What follows belongs to an exercise in optimizing a design on an open flow for a short achievable clock period and few clock cycles per item; a production flow would make more cautious choices.
Function was checked by simulation only, so behaviour that the tests miss may differ from the original.
No activity file was given, so power comes from the tool's default toggle rates.

==> flow/design.v <==
`default_nettype none
package memGeometryPkg;
	localparam int addrWidth = 32;                       
	localparam int wordWidth = 32;                       
	localparam int byteWidth = 8;                        
	localparam int memBytes = 256;                       
	localparam int laneCount = wordWidth / byteWidth;    
	localparam int bankDepth = memBytes / laneCount;     
	localparam int bankAddrWidth = $clog2(bankDepth);    
	typedef logic [wordWidth-1:0] word_t;                
	typedef logic [bankAddrWidth-1:0] bankAddr_t;        
endpackage
`default_nettype wire
`default_nettype none
package memAccessPkg;
	typedef logic [2:0] memSize_t;
	localparam memSize_t sizeByte = 3'b000;      
	localparam memSize_t sizeHalf = 3'b001;      
	localparam memSize_t sizeWord = 3'b010;      
	localparam memSize_t sizeByteS = 3'b100;     
	localparam memSize_t sizeHalfS = 3'b101;     
	typedef enum logic [1:0] {
		accessByte,                              
		accessHalf,                              
		accessWord                               
	} accessWidth_t;
	typedef logic [3:0] byteEn_t;
endpackage
`default_nettype wire
`timescale 1ns/1ps
`default_nettype none
import memGeometryPkg::*;
import memAccessPkg::*;
module accessDecode (
	input wire logic mov,
	input wire logic readWrite,
	input wire memAccessPkg::memSize_t memSize,
	input wire logic [memGeometryPkg::addrWidth-1:0] extAddress,
	input wire memGeometryPkg::word_t dataIn,
	output logic storeEn,
	output logic [3:0] laneEn,                   
	output memGeometryPkg::word_t laneData,
	output memAccessPkg::accessWidth_t width,
	output logic sgn,
	output logic rdOk,
	output logic err
);
	logic isByte, isHalf, isWord, valid;
	always_comb begin
		isByte = memSize[1:0] == 2'b00;
		isHalf = memSize[1:0] == 2'b01;
		isWord = memSize == sizeWord;
		valid = isByte || isHalf || isWord;
		err = !valid;
		rdOk = readWrite && valid;
		sgn = memSize[2];
		width = isWord ? accessWord : isHalf ? accessHalf : accessByte;
		storeEn = mov && !readWrite && valid;
		laneEn[3] = isWord || (isHalf && !extAddress[1]) || (isByte && extAddress[1:0] == 2'd0);
		laneEn[2] = isWord || (isHalf && !extAddress[1]) || (isByte && extAddress[1:0] == 2'd1);
		laneEn[1] = isWord || (isHalf && extAddress[1]) || (isByte && extAddress[1:0] == 2'd2);
		laneEn[0] = isWord || (isHalf && extAddress[1]) || (isByte && extAddress[1:0] == 2'd3);
		laneData[31:24] = isWord ? dataIn[31:24] : isHalf ? dataIn[15:8] : dataIn[7:0];
		laneData[23:16] = isWord ? dataIn[23:16] : dataIn[7:0];
		laneData[15:8] = (isWord || isHalf) ? dataIn[15:8] : dataIn[7:0];
		laneData[7:0] = dataIn[7:0];
	end
endmodule
`default_nettype wire
`timescale 1ns/1ps
`default_nettype none
import memGeometryPkg::*;
module byteLaneRam (
	input wire logic CLK,
	input wire logic storeEn,
	input wire logic [3:0] laneEn,               
	input wire logic [7:0] addr,
	input wire logic half,                       
	input wire memGeometryPkg::word_t laneData,
	output memGeometryPkg::word_t readWord,
	output logic signBit
);
	logic [wordWidth-1:0] words [bankDepth];
	logic [bankDepth-1:0] rowHit;
	logic [3:0] signLane;
	memGeometryPkg::word_t signWord;
	always_comb begin
		for (int w = 0; w < bankDepth; w++) rowHit[w] = addr[7:2] == 6'(w);
		for (int l = 0; l < laneCount; l++) signLane[l] = half ? l == {addr[1], 1'b0} : l == addr[1:0];
	end
	always_ff @(posedge CLK) begin
		for (int w = 0; w < bankDepth; w++) begin
			for (int l = 0; l < laneCount; l++) begin
				if (storeEn && rowHit[w] && laneEn[l]) begin
					words[w][l*byteWidth +: byteWidth] <= laneData[l*byteWidth +: byteWidth];
				end
			end
		end
	end
	always_comb begin
		readWord = '0;
		signBit = 1'b0;
		for (int w = 0; w < bankDepth; w++) begin
			readWord = readWord | (words[w] & {wordWidth{rowHit[w]}});
			for (int l = 0; l < laneCount; l++) begin
				signBit = signBit | (words[w][wordWidth - 1 - l*byteWidth] & rowHit[w] & signLane[l]);
			end
		end
	end
endmodule
`default_nettype wire
`timescale 1ns/1ps
`default_nettype none
import memGeometryPkg::*;
module loadFormat (
	input wire memGeometryPkg::word_t heldWord,
	input wire logic [3:0] pick0,                
	input wire logic [3:0] pick1,
	input wire logic pickWord,
	input wire logic ext1,
	input wire logic ext23,
	output memGeometryPkg::word_t dataOut
);
	always_comb begin
		dataOut[7:0] = '0;
		dataOut[15:8] = {byteWidth{ext1}};
		for (int l = 0; l < laneCount; l++) begin
			dataOut[7:0] = dataOut[7:0] | (heldWord[wordWidth - 1 - l*byteWidth -: byteWidth] & {byteWidth{pick0[l]}});
			dataOut[15:8] = dataOut[15:8] | (heldWord[wordWidth - 1 - l*byteWidth -: byteWidth] & {byteWidth{pick1[l]}});
		end
		dataOut[31:16] = (heldWord[31:16] & {16{pickWord}}) | {16{ext23}};
	end
endmodule
`default_nettype wire
`timescale 1ns/1ps
`default_nettype none
import memGeometryPkg::*;
import memAccessPkg::*;
module memSubsystem (
	input wire logic CLK,
	input wire logic rstN,
	input wire logic mov,
	input wire logic readWrite,
	input wire memAccessPkg::memSize_t memSize,
	input wire logic [memGeometryPkg::addrWidth-1:0] extAddress,
	input wire memGeometryPkg::word_t dataIn,
	input wire logic mocOff,
	output logic moc,
	output memGeometryPkg::word_t dataOut,
	output logic sizeError
);
	logic accept;                                
	logic storeEn;                               
	logic [laneCount-1:0] laneEn;                
	memGeometryPkg::word_t laneData;             
	memGeometryPkg::word_t readWord;             
	logic signBit;                               
	memAccessPkg::accessWidth_t width;
	logic sgn;
	logic rdOk;
	logic err;
	logic [3:0] pick0Next, pick1Next;            
	logic wordNext, ext1Next, ext23Next;
	memGeometryPkg::word_t heldWord;
	logic [3:0] pick0, pick1;
	logic pickWord;                              
	logic ext1;                                  
	logic ext23;                                 
	assign accept = mov && !moc && rstN;
	accessDecode uDecode (
		.mov(accept),
		.readWrite(readWrite),
		.memSize(memSize),
		.extAddress(extAddress),
		.dataIn(dataIn),
		.storeEn(storeEn),
		.laneEn(laneEn),
		.laneData(laneData),
		.width(width),
		.sgn(sgn),
		.rdOk(rdOk),
		.err(err)
	);
	byteLaneRam uRam (
		.CLK(CLK),
		.storeEn(storeEn),
		.laneEn(laneEn),
		.addr(extAddress[7:0]),
		.half(width == accessHalf),
		.laneData(laneData),
		.readWord(readWord),
		.signBit(signBit)
	);
	always_comb begin
		for (int l = 0; l < laneCount; l++) begin
			pick0Next[l] = rdOk && (width == accessWord ? l == 3
				: width == accessHalf ? l == {extAddress[1], 1'b1}
				: l == extAddress[1:0]);
			pick1Next[l] = rdOk && (width == accessWord ? l == 2
				: width == accessHalf ? l == {extAddress[1], 1'b0}
				: 1'b0);
		end
		wordNext = rdOk && width == accessWord;
		ext1Next = rdOk && sgn && width == accessByte && signBit;
		ext23Next = rdOk && sgn && width != accessWord && signBit;
	end
	always_ff @(posedge CLK or negedge rstN) begin
		if (!rstN) begin
			moc <= 1'b0;
		end else if (moc) begin
			moc <= !mocOff;
		end else begin
			moc <= accept;
		end
	end
	always_ff @(posedge CLK) begin
		if (!moc) begin
			heldWord <= readWord;
			pick0 <= pick0Next;
			pick1 <= pick1Next;
			pickWord <= wordNext;
			ext1 <= ext1Next;
			ext23 <= ext23Next;
			sizeError <= err;
		end
	end
	loadFormat uFormat (
		.heldWord(heldWord),
		.pick0(pick0),
		.pick1(pick1),
		.pickWord(pickWord),
		.ext1(ext1),
		.ext23(ext23),
		.dataOut(dataOut)
	);
endmodule
`default_nettype wire
==> flow/run.sh <==
#!/bin/bash
# synth_recipe.tcl (not shown) runs the flow's synth.tcl, then flattens the netlist and writes it again
# the make line also repeats each setting of config.mk as NAME=value (left out here)
make -C /OpenROAD-flow-scripts/flow DESIGN_CONFIG=/design/flow/config.mk WORK_HOME=/design/flow/orfs CLKGATE_MAP_FILE= SYNTH_SCRIPT=/design/flow/synth_recipe.tcl finish
==> flow/config.mk <==
export PLATFORM = sky130hd
export DESIGN_NAME = memSubsystem
export DESIGN_NICKNAME = memSubsystem
export VERILOG_FILES = /design/flow/design.v
export SDC_FILE = /design/flow/constraint.sdc
export NUM_CORES = 4
export LEC_CHECK = 0
export ABC_CLOCK_PERIOD_IN_PS = 2000
export CAP_MARGIN = 20
export CORE_MARGIN = 2
export CORE_UTILIZATION = 50
export PLACE_DENSITY = 0.65
export SETUP_SLACK_MARGIN = 1.9
export SLEW_MARGIN = 20
==> flow/constraint.sdc <==
create_clock -name core_clock -period 4.5 [get_ports {CLK}]
set_input_delay 0.9000 -clock core_clock [delete_from_list [all_inputs] [get_ports {CLK}]]
set_output_delay 0.9000 -clock core_clock [all_outputs]
set_load 0.01 [all_outputs]
==> results.yml, run 1 <==
run:
  maxCapViolCount: 0
sta:
  fin_ws_ns: 1.55
  fin_skew_ns: 0.0283
  fin_crit_ns: 2.95
  setup-violations-final: 0
  rsz0062_at_grt: "true"
  maxSlewHeadroom_pct: 34.6
  slew_viol_final: 0
  worst_pin_slew_ns: 0.980
  fin_crit_sh_pct: 65.5
  setup_tns_ns: 0
  max_freq_mhz: 340
  hold_viol_final: 0
placed_design:
  dp_worst_setup_slack_ns: -0.418
  dp_hpwl_um: 217000
  dpl.cell_count: 7045
  port_buffers: 81
  place.gp.congestion: 1.08
critical_path:
  path_class: "in -> reg"
  worst_setup_path_start_kind: "primary input"
  path_max_fanout: 13
  worst_ep_required_time_ns: 5.09
  worst_setup_path_end_kind: "flip-flop"
  cp.arrival_ns: 3.54
global_route:
  grt_use_total_pct: 43.5
  busiest_layer: "met2"
  grt_pass1_wl_um: 450000
  antenna_found_initial: 26
  grt_max_degree: 66
  use_met3_pct: 16.4
  grt_overflow: 0
  grt_pass1_vias: 48940
  grt_use_met1_pct: 58.7
  grt_use_met2_pct: 60.3
clock_tree:
  cts_root_buffer: "clkbuf_16"
  cts_buffers: 204
  clk_pin_slew_ns: 0.06
  cts_tree: "built"
  hold_buffers: 0
  clkSinkCount: 2091
  cts_buffer_depth: 3
  h-tree-depth: 4
  clk_latency_ns: 0.86
synthesis:
  synth_flop_cell: "edfxtp_1"
  ys_warn_count: 5
  synth_seq_cells: 2091
  synth_edf_count: 2090
  syn_area_um2: 77900
  synth_cells: 4630
  ys_seq_area_share_pct: 80.6
  yosysUniqueCellTypes: 73
  synth_fp_nets: 4702
  async_flop_share_pct: 0.0478
  synth_area_per_cell_um2: 16.8
routing:
  dr.pass1.iters: 6
  drtIter0Drc: 10888
  via_per_inst: 7.14
  post_drt_wl_per_cell_um: 46.0
  num_vias: 54833
  drc: 0
  final_antenna_net_count: 0
  wirelength_um: 353000
power_and_ir_drop:
  ir_drop_uv: 403
  power_density_nw_per_um2: 414
  clock_power_share_pct: 41.1
  p_switching_uw: 8950
  p_comb_share_pct: 5.3
  p_leak_uw: 0.0328
  p_seq_share_pct: 53.6
  sw_frac_of_total_pct: 22.0
  p_int_uw: 31700
die:
  rows: 144
  die_area_um2: 159000
  design.core.area_um2: 154000
  io_pins: 106
  initial_core_util_pct: 50.4
  die_height_um: 399
  die_w_um: 399
cells_and_area:
  finish.utilization_pct: 63.5
  finalNonFillerCells: 7678
  syn_to_final_growth_pct: 25.9
  drive_gt1_share_pct: 30.5
  nets: 5533
run_status:
  outcome: "complete, no violations"
min_path:
  hold_path_class: "in -> async"
-- area by class of cell --
| type | instances | area, um2 |
|---|---|---|
| Sequential cell | 2091 | 62800 |
| Fill cell | 10858 | 56300 |
| Multi-Input combinational cell | 2258 | 16900 |
| Timing Repair Buffer | 901 | 9450 |
| Clock buffer | 248 | 5330 |
| Tap cell | 2044 | 2560 |
| Clock inverter | 116 | 1040 |
| Antenna cell | 15 | 37.5 |
| Inverter | 5 | 18.8 |
-- cells by family (layout without fill, tap and decap cells) --
logic type / after synthesis / count (layout) / synth area share, %
and+or+nand+nor: 1110 / 1110 / 6.49
buffers and inverters: 284 / 1270 / 1.55
AOI/OAI and AO/OA: 1084 / 1087 / 10.5
DFF: 2091 / 2091 / 80.6
muxes: 61 / 61 / 0.837
other: 0 / 15 / 0
-- power groups by stage --
stage          registers, uW  clock network [uW]  logic, uW
2_1_floorplan          22100                   0        681
3_5_place_dp           22200                   0       1720
3_3_place_gp           22200                   0       1690
4_1_cts                21800               16600       1940
5_1_grt                21800               17400       2170
6_report               21800               16700       2150
-- state kept, by name (all words and copies together) (netlist names) --
name        flops
sizeError       1
uRam.words   2048
ext1            1
moc             1
pick1           2
heldWord       32
pickWord        1
ext23           1
pick0           4
-- layer usage --
metal | wire [um] | up-vias
met3 | 60400 | 1166
met5 | 319 | -
met4 | 26000 | 20
li1 | - | 20462
met2 | 145000 | 5606
met1 | 121000 | 27579
-- placed cells by master (no fill, tap or decap), drive strengths merged, types with 6 or more instances in the layout --
| cell | count |
|---|---|
| a2111oi | 6 |
| a21o | 17 |
| a21oi | 10 |
| a221o | 13 |
| a221oi | 7 |
| a22o | 13 |
| a22oi | 962 |
| a32oi | 6 |
| and3 | 21 |
| buf | 842 |
| bufbuf | 8 |
| bufinv | 16 |
| clkbuf | 267 |
| clkdlybuf4s50 | 30 |
| clkinv | 83 |
| clkinvlp | 12 |
| diode | 15 |
| edfxtp | 2090 |
| inv | 10 |
| mux2 | 33 |
| mux2i | 28 |
| nand2 | 423 |
| nand2b | 8 |
| nand3 | 21 |
| nand4 | 103 |
| nor2 | 347 |
| nor2b | 9 |
| nor3 | 63 |
| nor3b | 6 |
| nor4 | 63 |
| o21ai | 21 |
-- Yosys cell counts (4+ instances only) --
| master | number | area (um2) |
|---|---|---|
| edfxtp_1 | 2090 | 62800 |
| a22oi_1 | 962 | 7220 |
| nand2_1 | 423 | 1590 |
| nor2_1 | 346 | 1300 |
| clkbuf_1 | 192 | 721 |
| nand4_1 | 102 | 638 |
| nor3_1 | 63 | 315 |
| nor4_1 | 63 | 394 |
| buf_1 | 41 | 154 |
| mux2_2 | 32 | 360 |
| buf_2 | 30 | 150 |
| mux2i_1 | 28 | 280 |
| and3_1 | 21 | 131 |
| nand3_1 | 21 | 105 |
| a21o_1 | 17 | 128 |
| a221o_1 | 13 | 130 |
| a22o_1 | 13 | 114 |
| o21ai_0 | 13 | 65.1 |
| buf_6 | 11 | 124 |
| a21oi_1 | 10 | 50.1 |
| nor2b_1 | 9 | 56.3 |
| nand2b_1 | 8 | 50.1 |
| a221oi_1 | 7 | 61.3 |
| a32oi_1 | 6 | 52.6 |
| nor3b_1 | 6 | 45.0 |
| and4_1 | 5 | 43.8 |
| buf_4 | 5 | 37.5 |
| inv_1 | 5 | 18.8 |
| nor4b_1 | 5 | 43.8 |
| o21ai_1 | 5 | 25.0 |
| and2_1 | 4 | 25.0 |
| and4b_1 | 4 | 40.0 |
| nand4bb_1 | 4 | 45.0 |
-- repair_timing --
item	CTS	global route
setup buffers	147	82
cloned	16	9
pin swaps	91	128
gates resized for setup	400	271
setup endpoints to repair	2811	789
-- worst paths after layout --
kind	from	end	slack, ns	cells past startpoint
max in group asynchronous	rstN	moc	4.18	1
min in group core_clock	memSize[2]	ext23	0.49	2
hold / removal	rstN	moc	0.21	1
setup reg to reg	uRam.words[13][7]	ext23	1.73	9
setup / recovery	extAddress[3]	ext23	1.55	12
hold reg to reg	moc	moc	0.67	3
-- metrics by stage --
stage                     total power (uW)  hold WS (ns)  cell area, um2
after floorplan                      22800         0.552           78500
after global placement               23900         0.615           86300
after detailed placement             24000         0.629           86300
after CTS                            40400         0.172           96000
after global routing                 41300         0.204           98100
final                                40600         0.208           98100
-- critical path, stage by stage --
cell       delay [ns]
buf_12           0.14
buf_6            0.14
nor2b_4          0.14
buf_4            0.14
buf_6            0.12
and3_4           0.17
a2111oi_4        0.30
and3b_2          0.33
a2bb2oi_2        0.14
o21ai_1          0.07
or4_4            0.55
o311a_1          0.35
Testbench counts, summed over its fixed seeds: cycles 9,600, items 4,800.
==> run 2, diff against run 1 <==
--- a/flow/design.v
+++ b/flow/design.v
@@ -83,4 +83,16 @@
 	logic [wordWidth-1:0] words [bankDepth];
 	logic [bankDepth-1:0] rowHit;
+	logic wrPend;                                
+	logic [5:0] wrRow;
+	logic [3:0] wrLane;
+	memGeometryPkg::word_t wrData;
+	always_ff @(posedge CLK) begin
+		wrPend <= storeEn;
+		if (storeEn) begin
+			wrRow <= addr[7:2];
+			wrLane <= laneEn;
+			wrData <= laneData;
+		end
+	end
 	logic [3:0] signLane;
 	memGeometryPkg::word_t signWord;
@@ -92,6 +104,6 @@
 		for (int w = 0; w < bankDepth; w++) begin
 			for (int l = 0; l < laneCount; l++) begin
-				if (storeEn && rowHit[w] && laneEn[l]) begin
-					words[w][l*byteWidth +: byteWidth] <= laneData[l*byteWidth +: byteWidth];
+				if (wrPend && wrRow == 6'(w) && wrLane[l]) begin
+					words[w][l*byteWidth +: byteWidth] <= wrData[l*byteWidth +: byteWidth];
 				end
 			end
@@ -114,20 +126,17 @@
 import memGeometryPkg::*;
 module loadFormat (
-	input wire memGeometryPkg::word_t heldWord,
-	input wire logic [3:0] pick0,                
-	input wire logic [3:0] pick1,
-	input wire logic pickWord,
-	input wire logic ext1,
-	input wire logic ext23,
+	input wire logic [3:0][byteWidth-1:0] term0N,
+	input wire logic [1:0][byteWidth-1:0] term1N,
+	input wire logic [byteWidth-1:0] term2N,
+	input wire logic [byteWidth-1:0] term3N,
+	input wire logic ext1N,
+	input wire logic ext23N,
 	output memGeometryPkg::word_t dataOut
 );
 	always_comb begin
-		dataOut[7:0] = '0;
-		dataOut[15:8] = {byteWidth{ext1}};
-		for (int l = 0; l < laneCount; l++) begin
-			dataOut[7:0] = dataOut[7:0] | (heldWord[wordWidth - 1 - l*byteWidth -: byteWidth] & {byteWidth{pick0[l]}});
-			dataOut[15:8] = dataOut[15:8] | (heldWord[wordWidth - 1 - l*byteWidth -: byteWidth] & {byteWidth{pick1[l]}});
-		end
-		dataOut[31:16] = (heldWord[31:16] & {16{pickWord}}) | {16{ext23}};
+		dataOut[7:0] = ~(term0N[0] & term0N[1] & term0N[2] & term0N[3]);
+		dataOut[15:8] = ~(term1N[0] & term1N[1] & {byteWidth{ext1N}});
+		dataOut[23:16] = ~(term2N & {byteWidth{ext23N}});
+		dataOut[31:24] = ~(term3N & {byteWidth{ext23N}});
 	end
 endmodule
@@ -160,11 +169,12 @@
 	logic rdOk;
 	logic err;
-	logic [3:0] pick0Next, pick1Next;            
-	logic wordNext, ext1Next, ext23Next;
-	memGeometryPkg::word_t heldWord;
-	logic [3:0] pick0, pick1;
+	logic [3:0] pick0, pick1;                    
 	logic pickWord;                              
-	logic ext1;                                  
-	logic ext23;                                 
+	logic ext1Next;                              
+	logic ext23Next;                             
+	logic [3:0][byteWidth-1:0] term0N;
+	logic [1:0][byteWidth-1:0] term1N;
+	logic [byteWidth-1:0] term2N, term3N;
+	logic ext1N, ext23N;
 	assign accept = mov && !moc && rstN;
 	accessDecode uDecode (
@@ -194,12 +204,12 @@
 	always_comb begin
 		for (int l = 0; l < laneCount; l++) begin
-			pick0Next[l] = rdOk && (width == accessWord ? l == 3
+			pick0[l] = rdOk && (width == accessWord ? l == 3
 				: width == accessHalf ? l == {extAddress[1], 1'b1}
 				: l == extAddress[1:0]);
-			pick1Next[l] = rdOk && (width == accessWord ? l == 2
+			pick1[l] = rdOk && (width == accessWord ? l == 2
 				: width == accessHalf ? l == {extAddress[1], 1'b0}
 				: 1'b0);
 		end
-		wordNext = rdOk && width == accessWord;
+		pickWord = rdOk && width == accessWord;
 		ext1Next = rdOk && sgn && width == accessByte && signBit;
 		ext23Next = rdOk && sgn && width != accessWord && signBit;
@@ -216,20 +226,23 @@
 	always_ff @(posedge CLK) begin
 		if (!moc) begin
-			heldWord <= readWord;
-			pick0 <= pick0Next;
-			pick1 <= pick1Next;
-			pickWord <= wordNext;
-			ext1 <= ext1Next;
-			ext23 <= ext23Next;
+			for (int l = 0; l < laneCount; l++) begin
+				term0N[l] <= ~(readWord[wordWidth - 1 - l*byteWidth -: byteWidth] & {byteWidth{pick0[l]}});
+			end
+			term1N[0] <= ~(readWord[31:24] & {byteWidth{pick1[0]}});
+			term1N[1] <= ~(readWord[15:8] & {byteWidth{pick1[2]}});
+			term2N <= ~(readWord[23:16] & {byteWidth{pickWord}});
+			term3N <= ~(readWord[31:24] & {byteWidth{pickWord}});
+			ext1N <= !ext1Next;
+			ext23N <= !ext23Next;
 			sizeError <= err;
 		end
 	end
 	loadFormat uFormat (
-		.heldWord(heldWord),
-		.pick0(pick0),
-		.pick1(pick1),
-		.pickWord(pickWord),
-		.ext1(ext1),
-		.ext23(ext23),
+		.term0N(term0N),
+		.term1N(term1N),
+		.term2N(term2N),
+		.term3N(term3N),
+		.ext1N(ext1N),
+		.ext23N(ext23N),
 		.dataOut(dataOut)
 	);
==> results.yml, run 2 <==
run_status:
  outcome: "complete, no violations"
sta:
  worst_pin_slew_ns: 1.29
  fin_hold_ws_ns: 0.192
  setup_tns_ns: 0
  fin_crit_ns: 2.81
  fin_skew_ns: 0.0295
  maxSlewHeadroom_pct: 13.7
  setup-violations-final: 0
  slew_viol_final: 0
  rsz0062_at_grt: "true"
  fin_crit_sh_pct: 62.4
  max_freq_mhz: 356
  hold_viol_final: 0
routing:
  via_per_inst: 7.08
  dr.pass1.iters: 8
  final_antenna_net_count: 0
  num_vias: 54903
  drc: 0
  wirelength_um: 344000
  drtIter0Drc: 12331
  post_drt_wl_per_cell_um: 44.4
cells_and_area:
  drive_gt1_share_pct: 28.8
  largest_reg_flops: 2048
  most-common-layout-cells: "edfxtp_1 (2157), a22oi_1 (748), buf_4 (395)"
  nets: 5478
  finish.utilization_pct: 62.3
  syn_to_final_growth_pct: 23.8
  top_register: "uRam.words"
  final_common_cell: "edfxtp_1"
  reg_top3: "uRam.words (2048), term0N (32), uRam.wrData (32)"
min_path:
  hold_path_class: "in -> async"
placed_design:
  dp_hpwl_um: 216000
  port_buffers: 81
  place.gp.congestion: 1.07
critical_path:
  path_max_fanout: 8
  ff2ff_setup_slack_ns: 1.69
  worst_setup_path_end_kind: "flip-flop"
  cp_slowest_cell: "and2_2"
  cp_cell_sequence: "nor2_1 > nand3_1 > nor2_2 > and2_2"
  cp.arrival_ns: 3.29
  path_class: "reg -> reg"
  worst_ep_required_time_ns: 4.99
  worst_setup_path_start_kind: "flip-flop"
  max_stage_delay_ns: 0.66
power_and_ir_drop:
  clock_power_share_pct: 41.7
  p_comb_share_pct: 4.3
  power.total_uw: 40600
  p_int_uw: 31800
  p_switching_uw: 8820
  p_seq_share_pct: 54.1
  power_density_nw_per_um2: 406
  sw_frac_of_total_pct: 21.7
  ir_drop_uv: 394
  p_leak_uw: 0.0332
synthesis:
  async_flop_share_pct: 0.0463
  yosysTopAreaCell: "edfxtp_1"
  synthTopCellsByArea: "edfxtp_1 (80%), a22oi_1 (7.8%), and2_1 (2.0%)"
  ys_warn_count: 5
  synth-simple-area-share_pct: 7.63
  synth_top_family_by_area: "compound AO/OA/AOI/OAI gates"
  ys_seq_area_share_pct: 80.2
  synthMuxAreaShare_pct: 0.771
  synth_flop_cell: "edfxtp_1"
  synth_seq_cells: 2159
  synth-adder-area-share_pct: 0
  synth.most_common_cell: "edfxtp_1"
  synth_compound_area_share_pct: 9.91
  synth_edf_count: 2157
  synth_fp_nets: 4810
  synth_area_per_cell_um2: 17.1
  synth_cells: 4738
  yosysUniqueCellTypes: 75
  synth.top_cell.area_share_pct: 80.2
  syn_area_um2: 80800
  ys_top_cells_by_count: "edfxtp_1 (2157), a22oi_1 (837), nand2_1 (354), and2_1 (257), nor2_1 (150)"
  synth_xor_xnor_area_share_pct: 0
die:
  initial_core_util_pct: 50.3
  rows: 147
  io_pins: 106
  die_w_um: 406
  die_area_um2: 165000
  design.core.area_um2: 161000
  die_height_um: 406
run:
  maxCapViolCount: 0
global_route:
  antenna_found_initial: 23
  grt_max_degree: 65
  grt_overflow: 0
  grt_pass1_vias: 49747
  grt_pass1_wl_um: 444000
  grt_use_total_pct: 41.2
clock_tree:
  hold_buffers: 0
  cts_buffers: 205
  clk_pin_slew_ns: 0.07
  h-tree-depth: 4
  cts_root_buffer: "clkbuf_16"
  cts_buffer_depth: 3
  clk_latency_ns: 0.87
  cts_tree: "built"
  clkSinkCount: 2159
-- run 2: cells by family (layout without fill, tap and decap cells) --
logic type | Yosys count | count (layout)
other | 0 | 17
muxes | 57 | 57
AOI/OAI and AO/OA | 1047 | 1047
DFF | 2159 | 2159
and+or+nand+nor | 1194 | 1197
buffers and inverters | 281 | 1117
-- run 2: per-stage QoR --
step | instances | instance area [um2] | setup slack (ns)
finish | 7754 | 100000 | 1.69
global route | 7738 | 100000 | 1.73
CTS | 7669 | 97800 | 1.72
detailed placement | 7080 | 87600 | 0.0987
global placement | 7080 | 87600 | 0.120
floorplan | 4738 | 82300 | 1.28
-- run 2: routing by layer --
metal	track usage, %	vias up	wire (um)
li1	-	20610	-
met1	53.4	27502	116000
met2	57.6	5580	145000
met3	16.1	1197	57000
met4	27.1	14	27100
met5	0.476	-	98
-- run 2: area by class of cell --
| cell class | count | area, um2 |
|---|---|---|
| Antenna cell | 17 | 42.5 |
| Clock buffer | 252 | 5330 |
| Clock inverter | 126 | 1140 |
| Fill cell | 11230 | 60500 |
| Inverter | 6 | 22.5 |
| Multi-Input combinational cell | 2301 | 17700 |
| Sequential cell | 2159 | 64800 |
| Tap cell | 2160 | 2700 |
| Timing Repair Buffer | 733 | 8320 |
-- run 2: critical path: cells and delay by family (launching register included) --
kind / cells / cell delay (ns)
AND/OR/NAND/NOR: 4 / 1.91
flip-flops: 1 / 0.52
-- run 2: final timing paths --
kind	startpoint	to	cells past startpoint
max reg2reg	uRam.wrRow[2]	uRam.words[19][11]	4
min in group core_clock	dataIn[6]	uRam.wrData[6]	1
min reg2reg	moc	uRam.wrPend	3
max in group asynchronous	rstN	moc	1
max	uRam.wrRow[2]	uRam.words[19][11]	4
min	rstN	moc	1
-- run 2: power by group through the flow --
stage	clock network [uW]	registers [uW]	logic [uW]
3_3_place_gp	0	22400	1320
2_1_floorplan	0	22400	504
6_report	16900	22000	1730
5_1_grt	17600	22000	1730
3_5_place_dp	0	22400	1330
4_1_cts	16800	22000	1510
-- run 2: timing repair --
| action | 4_1_cts | 5_1_grt |
|---|---|---|
| cloned | 16 | 6 |
| hold endpoints to repair | 0 | 0 |
| pin swaps | 96 | 142 |
| endpoints found under the setup margin | 1938 | 739 |
| gates resized for setup | 554 | 353 |
| buffers inserted | 195 | 60 |
Testbench counts of run 2, summed over its fixed seeds: cycles 9,600, items 4,800.
==> run 3, diff against run 2 <==
--- a/flow/config.mk
+++ b/flow/config.mk
@@ -9,6 +9,6 @@
 export CAP_MARGIN = 20
 export CORE_MARGIN = 2
-export CORE_UTILIZATION = 50
-export PLACE_DENSITY = 0.65
-export SETUP_SLACK_MARGIN = 1.9
+export CORE_UTILIZATION = 60
+export PLACE_DENSITY = 0.72
+export SETUP_SLACK_MARGIN = 2.1
 export SLEW_MARGIN = 20
==> results.yml, run 3 <==
synthesis:
  synth_cells: 4738
  ys_warn_count: 5
  synth_area_per_cell_um2: 17.1
  synth.most_common_cell: "edfxtp_1"
  yosysTopAreaCell: "edfxtp_1"
  synthTopCellsByArea: "edfxtp_1 (80%), a22oi_1 (7.8%), and2_1 (2.0%)"
  synth_fp_nets: 4810
  synth_edf_count: 2157
  yosysUniqueCellTypes: 75
  synth_flop_cell: "edfxtp_1"
  synth_seq_cells: 2159
  async_flop_share_pct: 0.0463
  ys_top_cells_by_count: "edfxtp_1 (2157), a22oi_1 (837), nand2_1 (354), and2_1 (257), nor2_1 (150)"
  synth.top_cell.area_share_pct: 80.2
  ys_seq_area_share_pct: 80.2
  syn_area_um2: 80800
critical_path:
  cp_slowest_cell: "nor2_4"
  critPathTopFamily: "simple AND/OR/NAND/NOR gates"
  worst_setup_path_end_kind: "flip-flop"
  cp.arrival_ns: 3.40
  crit_start: "extAddress[2]"
  worst_setup_path_start_kind: "primary input"
  cp_cell_sequence: "buf_8 > buf_6 > nand2_8 > buf_4 > nor2_4 > buf_4 > a2bb2oi_2 > a31o_2 > o21ai_2 > nor4_4 > nand3_2 > nand4_1"
  crit_buf_inv: 4
  max_stage_delay_ns: 0.46
  crit_top_cell: "buf_4"
  path_class: "in -> reg"
  path_max_fanout: 13
  worst_ep_required_time_ns: 5.11
  timing.rr.start: "uRam.wrRow[0]"
cells_and_area:
  top_register: "uRam.words"
  most-common-layout-cells: "edfxtp_1 (2157), a22oi_1 (708), buf_4 (380)"
  reg_top3: "uRam.words (2048), term0N (32), uRam.wrData (32)"
  final_common_cell: "edfxtp_1"
  nets: 5509
  final_area_um2: 101000
  drive_gt1_share_pct: 32.3
  syn_to_final_growth_pct: 25.3
  largest_reg_flops: 2048
clock_tree:
  cts_tree: "built"
  cts_buffers: 206
  cts_buffer_depth: 3
  h-tree-depth: 4
  clkSinkCount: 2159
  hold_buffers: 0
  cts_root_buffer: "clkbuf_16"
  clk_latency_ns: 0.88
  clk_pin_slew_ns: 0.06
sta:
  fin_crit_sh_pct: 62.1
  max_freq_mhz: 358
  fin_skew_ns: 0.0307
  rsz0062_at_grt: "true"
  slew_viol_final: 0
  maxSlewHeadroom_pct: 15.5
  fin_hold_ws_ns: 0.176
  setup-violations-final: 0
  worst_pin_slew_ns: 1.27
  setup_tns_ns: 0
  hold_viol_final: 0
  fin_crit_ns: 2.80
placed_design:
  place.gp.congestion: 1.08
  dpl_cell_area_um2: 87100
  port_buffers: 81
  dp_hpwl_um: 214000
power_and_ir_drop:
  clock_power_share_pct: 41.1
  p_seq_share_pct: 54.3
  ir_drop_uv: 389
  power.total_uw: 40400
  power_density_nw_per_um2: 399
  sw_frac_of_total_pct: 21.8
  p_leak_uw: 0.0338
  p_comb_share_pct: 4.5
  p_int_uw: 31600
  p_switching_uw: 8820
global_route:
  grt_max_degree: 65
  antenna_found_initial: 34
  grt_use_total_pct: 50.6
  grt_overflow: 0
  grt_pass1_wl_um: 453000
  grt_pass1_vias: 51448
run_status:
  outcome: "complete, no violations"
routing:
  post_drt_wl_per_cell_um: 47.3
  drtIter0Drc: 13789
  final_antenna_net_count: 0
  wirelength_um: 350000
  drc: 0
  dr.pass1.iters: 9
  num_vias: 56850
  via_per_inst: 7.68
die:
  rows: 134
  die_w_um: 371
  initial_core_util_pct: 60.5
  die_height_um: 371
  design.core.area_um2: 134000
  io_pins: 106
  die_area_um2: 138000
run:
  maxCapViolCount: 0
min_path:
  hold_path_class: "in -> async"
==> run 3: changes by cell type in the layout (fill, tap and decap cells not counted), sizes merged <==
cell | before | now
buf | 677 | 699
diode | 17 | 33
clkdlybuf4s15 | 6 | 16
bufbuf | 1 | 7
bufinv | 14 | 8
clkinv | 100 | 96
clkbuf | 259 | 262
clkinvlp | 4 | 5
dlygate4sd2 | 2 | 1
inv | 14 | 13
nand2 | 356 | 355
nand2b | 13 | 12
==> run 3: power by group through the flow <==
stage	Clock, uW	Combinational, uW	Sequential [uW]
6_report	16600	1830	22000
5_1_grt	17200	1810	22000
4_1_cts	16400	1650	22000
3_5_place_dp	0	1360	22400
3_3_place_gp	0	1350	22400
2_1_floorplan	0	509	22400
==> run 3: cells by family after synthesis <==
logic type | after synthesis | share of synthesized area (%)
flops | 2159 | 80.2
simple gates | 1194 | 7.63
compound gates | 1047 | 9.91
buf+inv | 281 | 1.47
mux | 57 | 0.771
==> run 3: routing by layer <==
layer	global-route usage [%]	part of all wire (%)	up-vias	wire, um
li1	-	-	20662	-
met1	66.6	32	28017	112000
met2	68.9	41	6697	143000
met3	22.9	19	1448	67200
met4	31.2	8.0	26	27900
met5	0.490	0.043	-	151
==> run 3: path summary, 6_finish.rpt <==
kind                                      to  cells after the start  slack [ns]
setup / recovery                       ext1N                     12        1.70
hold / removal                           moc                      1        0.18
hold reg to reg                   term0N[23]                      4        0.85
max in group asynchronous                moc                      1        4.21
setup reg to reg           uRam.words[4][11]                      4        1.95
min in group core_clock        uRam.wrRow[2]                      1        0.42
==> run 3: area by class of cell <==
| cell class | instances | area [um2] |
|---|---|---|
| repair buffers | 765 | 9190 |
| clock buffers | 260 | 5400 |
| multi-input cells | 2299 | 18600 |
| diodes | 33 | 82.6 |
| flip-flops and latches | 2159 | 64800 |
| clock inverters | 116 | 940 |
| well taps | 1768 | 2210 |
| inverters | 6 | 22.5 |
| fillers | 7553 | 32400 |
==> run 3: what timing repair did <==
| item | CTS | global route |
|---|---|---|
| gates resized for setup | 923 | 271 |
| pin swaps | 213 | 129 |
| cloned | 20 | 2 |
| buffers inserted | 266 | 50 |
| endpoints found under the setup margin | 2163 | 1313 |
==> run 3: per-stage QoR <==
step                      setup WS (ns)  instances  util (%)
final                              1.70       7406      75.8
after global routing               1.77       7376      75.7
after CTS                          1.84       7320      74.5
after detailed placement        -0.0753       6658      65.2
after global placement           0.0205       6656      65.2
after floorplan                    1.28       4738         -
==> run 4, diff against run 3 <==
--- a/flow/design.v
+++ b/flow/design.v
@@ -84,5 +84,5 @@
 	logic [bankDepth-1:0] rowHit;
 	logic wrPend;                                
-	logic [5:0] wrRow;
+	logic [bankDepth-1:0] wrRow;                 
 	logic [3:0] wrLane;
 	memGeometryPkg::word_t wrData;
@@ -90,5 +90,5 @@
 		wrPend <= storeEn;
 		if (storeEn) begin
-			wrRow <= addr[7:2];
+			wrRow <= rowHit;
 			wrLane <= laneEn;
 			wrData <= laneData;
@@ -104,5 +104,5 @@
 		for (int w = 0; w < bankDepth; w++) begin
 			for (int l = 0; l < laneCount; l++) begin
-				if (wrPend && wrRow == 6'(w) && wrLane[l]) begin
+				if (wrPend && wrRow[w] && wrLane[l]) begin
 					words[w][l*byteWidth +: byteWidth] <= wrData[l*byteWidth +: byteWidth];
 				end
==> results.yml, run 4 <==
synthesis:
  synth_compound_area_share_pct: 9.55
  synth-simple-area-share_pct: 7.36
  yosysTopAreaCell: "edfxtp_1"
  synth.top_cell.area_share_pct: 80.8
  synth_flop_cell: "edfxtp_1"
  synthTopCellsByArea: "edfxtp_1 (81%), a22oi_1 (6.8%), and3_1 (2.6%)"
  synth_top_family_by_area: "compound AO/OA/AOI/OAI gates"
  synth-adder-area-share_pct: 0
  syn_area_um2: 82400
  synth_edf_count: 2215
  synth_fp_nets: 4798
  synth.most_common_cell: "edfxtp_1"
  ys_top_cells_by_count: "edfxtp_1 (2215), a22oi_1 (743), and3_1 (337), nand2_1 (335), clkbuf_1 (167)"
  synth_xor_xnor_area_share_pct: 0
  async_flop_share_pct: 0.0451
  synth_seq_cells: 2217
  ys_seq_area_share_pct: 80.8
  ys_warn_count: 5
  synthMuxAreaShare_pct: 0.574
  synth_cells: 4726
  synth_area_per_cell_um2: 17.4
  yosysUniqueCellTypes: 70
sta:
  slew_viol_final: 0
  fin_hold_ws_ns: 0.191
  rsz0062_at_grt: "true"
  fin_skew_ns: 0.0304
  max_freq_mhz: 355
  fin_crit_sh_pct: 62.6
  setup-violations-final: 0
  maxSlewHeadroom_pct: 14.1
  fin_crit_ns: 2.82
  hold_viol_final: 0
  worst_pin_slew_ns: 1.29
clock_tree:
  clk_pin_slew_ns: 0.07
  clk_latency_ns: 0.88
  h-tree-depth: 4
  clkSinkCount: 2217
  cts_buffer_depth: 3
  hold_buffers: 0
  cts_buffers: 207
  cts_root_buffer: "clkbuf_16"
  cts_tree: "built"
global_route:
  grt_pass1_wl_um: 451000
  grt_use_total_pct: 48.9
  grt_max_degree: 129
  grt_pass1_vias: 51536
  antenna_found_initial: 38
  grt_overflow: 0
cells_and_area:
  top_register: "uRam.words"
  largest_reg_flops: 2048
  drive_gt1_share_pct: 28.9
  fillCellCount: 7702
  final_common_cell: "edfxtp_1"
  nets: 5483
  syn_to_final_growth_pct: 24.9
  reg_top3: "uRam.words (2048), uRam.wrRow (64)"
  most-common-layout-cells: "edfxtp_1 (2215), a22oi_1 (643), buf_4 (359)"
  final_area_um2: 103000
  finalNonFillerCells: 7424
placed_design:
  dpl.cell_count: 6685
  dp_hpwl_um: 216000
  dpl_cell_area_um2: 89100
  port_buffers: 81
  place.gp.congestion: 1.09
critical_path:
  crit_start: "extAddress[5]"
  path_class: "in -> reg"
  max_stage_delay_ns: 0.60
  crit_buf_inv: 5
  ff2ff_path_depth: 9
  critPathTopFamily: "simple AND/OR/NAND/NOR gates"
  cp.arrival_ns: 3.43
  timing.rr.end: "ext23N"
  worst-path-stages: 13
  cp_cell_sequence: "buf_12 > buf_12 > nor2b_1 > buf_4 > and3_1 > a2111oi_2 > buf_4 > and3_1 > o221ai_1 > a221oi_4 > o21ai_1 > buf_4 > nand2_2"
  worst_setup_path_start_kind: "primary input"
  timing.rr.start: "uRam.words[7][23]"
  path_max_fanout: 9
  cp_slowest_cell: "nor2b_1"
  crit_top_cell: "buf_4"
  worst_setup_path_end_kind: "flip-flop"
  critical_path.endpoint: "ext23N"
  ff2ff_setup_slack_ns: 1.89
  worst_ep_required_time_ns: 5.12
die:
  initial_core_util_pct: 60.6
  rows: 135
  io_pins: 106
  design.core.area_um2: 136000
  die_height_um: 374
  die_w_um: 374
  die_area_um2: 140000
power_and_ir_drop:
  sw_frac_of_total_pct: 21.5
  ir_drop_uv: 384
  p_seq_share_pct: 53.6
  p_comb_share_pct: 4.5
  p_leak_uw: 0.0356
  p_switching_uw: 9050
  clock_power_share_pct: 41.8
  power.total_uw: 42200
  power_density_nw_per_um2: 410
  p_int_uw: 33100
routing:
  drtIter0Drc: 13269
  post_drt_wl_per_cell_um: 47.1
  final_antenna_net_count: 0
  via_per_inst: 7.74
  drc: 0
  wirelength_um: 349000
  dr.pass1.iters: 7
  num_vias: 57433
run_status:
  outcome: "complete, no violations"
min_path:
  hold_path_class: "in -> async"
run:
  maxCapViolCount: 0
==> run 4: changes by cell type in the layout (fill, tap and decap cells not counted), moves of 36 or more <==
cell | before | now
and3_1 | 23 | 272
and2_4 | 89 | 4
nand2_1 | 289 | 253
and2_2 | 155 | 0
edfxtp_1 | 2157 | 2215
and3_2 | 1 | 58
buf_6 | 96 | 133
nor2_4 | 108 | 69
a22oi_1 | 708 | 643
==> run 4: kinds of logic (layout without fill, tap and decap cells) <==
group,Yosys count,in the layout
AO/OA/AOI/OAI,1004,1004
other,0,54
flip-flops,2217,2217
AND/OR/NAND/NOR,1144,1144
buffers and inverters,316,1179
multiplexers,45,45
==> run 4: repair_timing <==
| action | in CTS | in global routing |
|---|---|---|
| cloned | 17 | 5 |
| resized for setup | 590 | 377 |
| setup buffers | 205 | 70 |
| pin swaps | 160 | 137 |
| endpoints found under the setup margin | 289 | 462 |
==> run 4: how the worst min path moves through the flow <==
stage | from | end | cells after the start
finish | rstN | moc | 1
global route | rstN | moc | 1
CTS | rstN | moc | 1
detailed placement | moc | uRam.wrPend | 2
global placement | moc | moc | 2
floorplan | rstN | moc | 0
==> run 4: area by class of cell <==
type | instances | area [um2] | area share [%]
Sequential cell | 2217 | 66600 | 64.7
Clock inverter | 136 | 1260 | 1.22
Antenna cell | 54 | 135 | 0.131
Multi-Input combinational cell | 2193 | 17600 | 17.1
Clock buffer | 251 | 5470 | 5.32
Timing Repair Buffer | 785 | 9540 | 9.28
Tap cell | 1781 | 2230 | 2.17
Inverter | 7 | 26.3 | 0.0256
==> run 4: per-stage QoR <==
| step | utilization [%] | worst slack (ns) | TNS [ns] |
|---|---|---|---|
| after detailed placement | 65.6 | 0.133 | 0 |
| after global placement | 65.6 | 0.244 | 0 |
| after floorplan | - | -0.796 | -80.39 |
| final | 75.7 | 1.68 | 0 |
| after global routing | 75.6 | 1.75 | 0 |
| after CTS | 74.0 | 1.82 | 0 |
==> run 4: power groups by stage <==
stage	Sequential (uW)	Combinational [uW]	Clock [uW]
finish	22600	1900	17600
global route	22600	1880	18200
CTS	22600	1670	17400
detailed placement	23100	1410	0
global placement	23000	1400	0
floorplan	23100	505	0
==> run 4: routing by layer <==
metal | vias up | wire length, um | GRT usage, %
met4 | 20 | 31200 | 34.4
met1 | 27992 | 109000 | 62.6
met5 | - | 435 | 0
met3 | 1554 | 64200 | 21.2
li1 | 20920 | - | -
met2 | 6947 | 145000 | 67.3
Testbench counts of run 4, summed over its fixed seeds: cycles 9,600, items 4,800.

==> separate check: timing with driven ports <==
The flow's constraints put no driver on any port. The routed layouts listed below were extracted and timed again, unchanged, in two steps.
Step 1 assumes that a clkbuf_16 drives the clock port and a buf_2 every other input.
Step 2 times the ports against the registers' clock, not the clock port: input delays grow and output delays shrink by t, the midpoint of the rising clock arrivals with the driver on.
Three values: no drivers, after step 1, after step 2; two values: the first two.
| run | t (ns) | setup slack, ns | hold slack, ns | worst slew at a driven data input, ns | pins driven straight from the clock port |
|---|---|---|---|---|---|
| run 1 | 0.932 | 1.555 / 1.499 / 0.618 | 0.208 / 0.148 / 0.666 | 0.24 | 1 |
| run 2 | 0.938 | 1.694 / 1.694 / 0.791 | 0.192 / 0.141 / 0.801 | 0.14 | 1 |
| run 3 | 0.956 | 1.703 / 1.672 / 0.715 | 0.176 / 0.118 / 0.853 | 0.22 | 1 |
| run 4 | 0.954 | 1.684 / 1.536 / 0.583 | 0.191 / 0.126 / 0.804 | 0.36 | 1 |
After both steps every run listed still meets setup and hold. For run 4, which loses most, drivers alone change the setup slack by -0.148 ns; drivers and shift together by -1.101 ns.
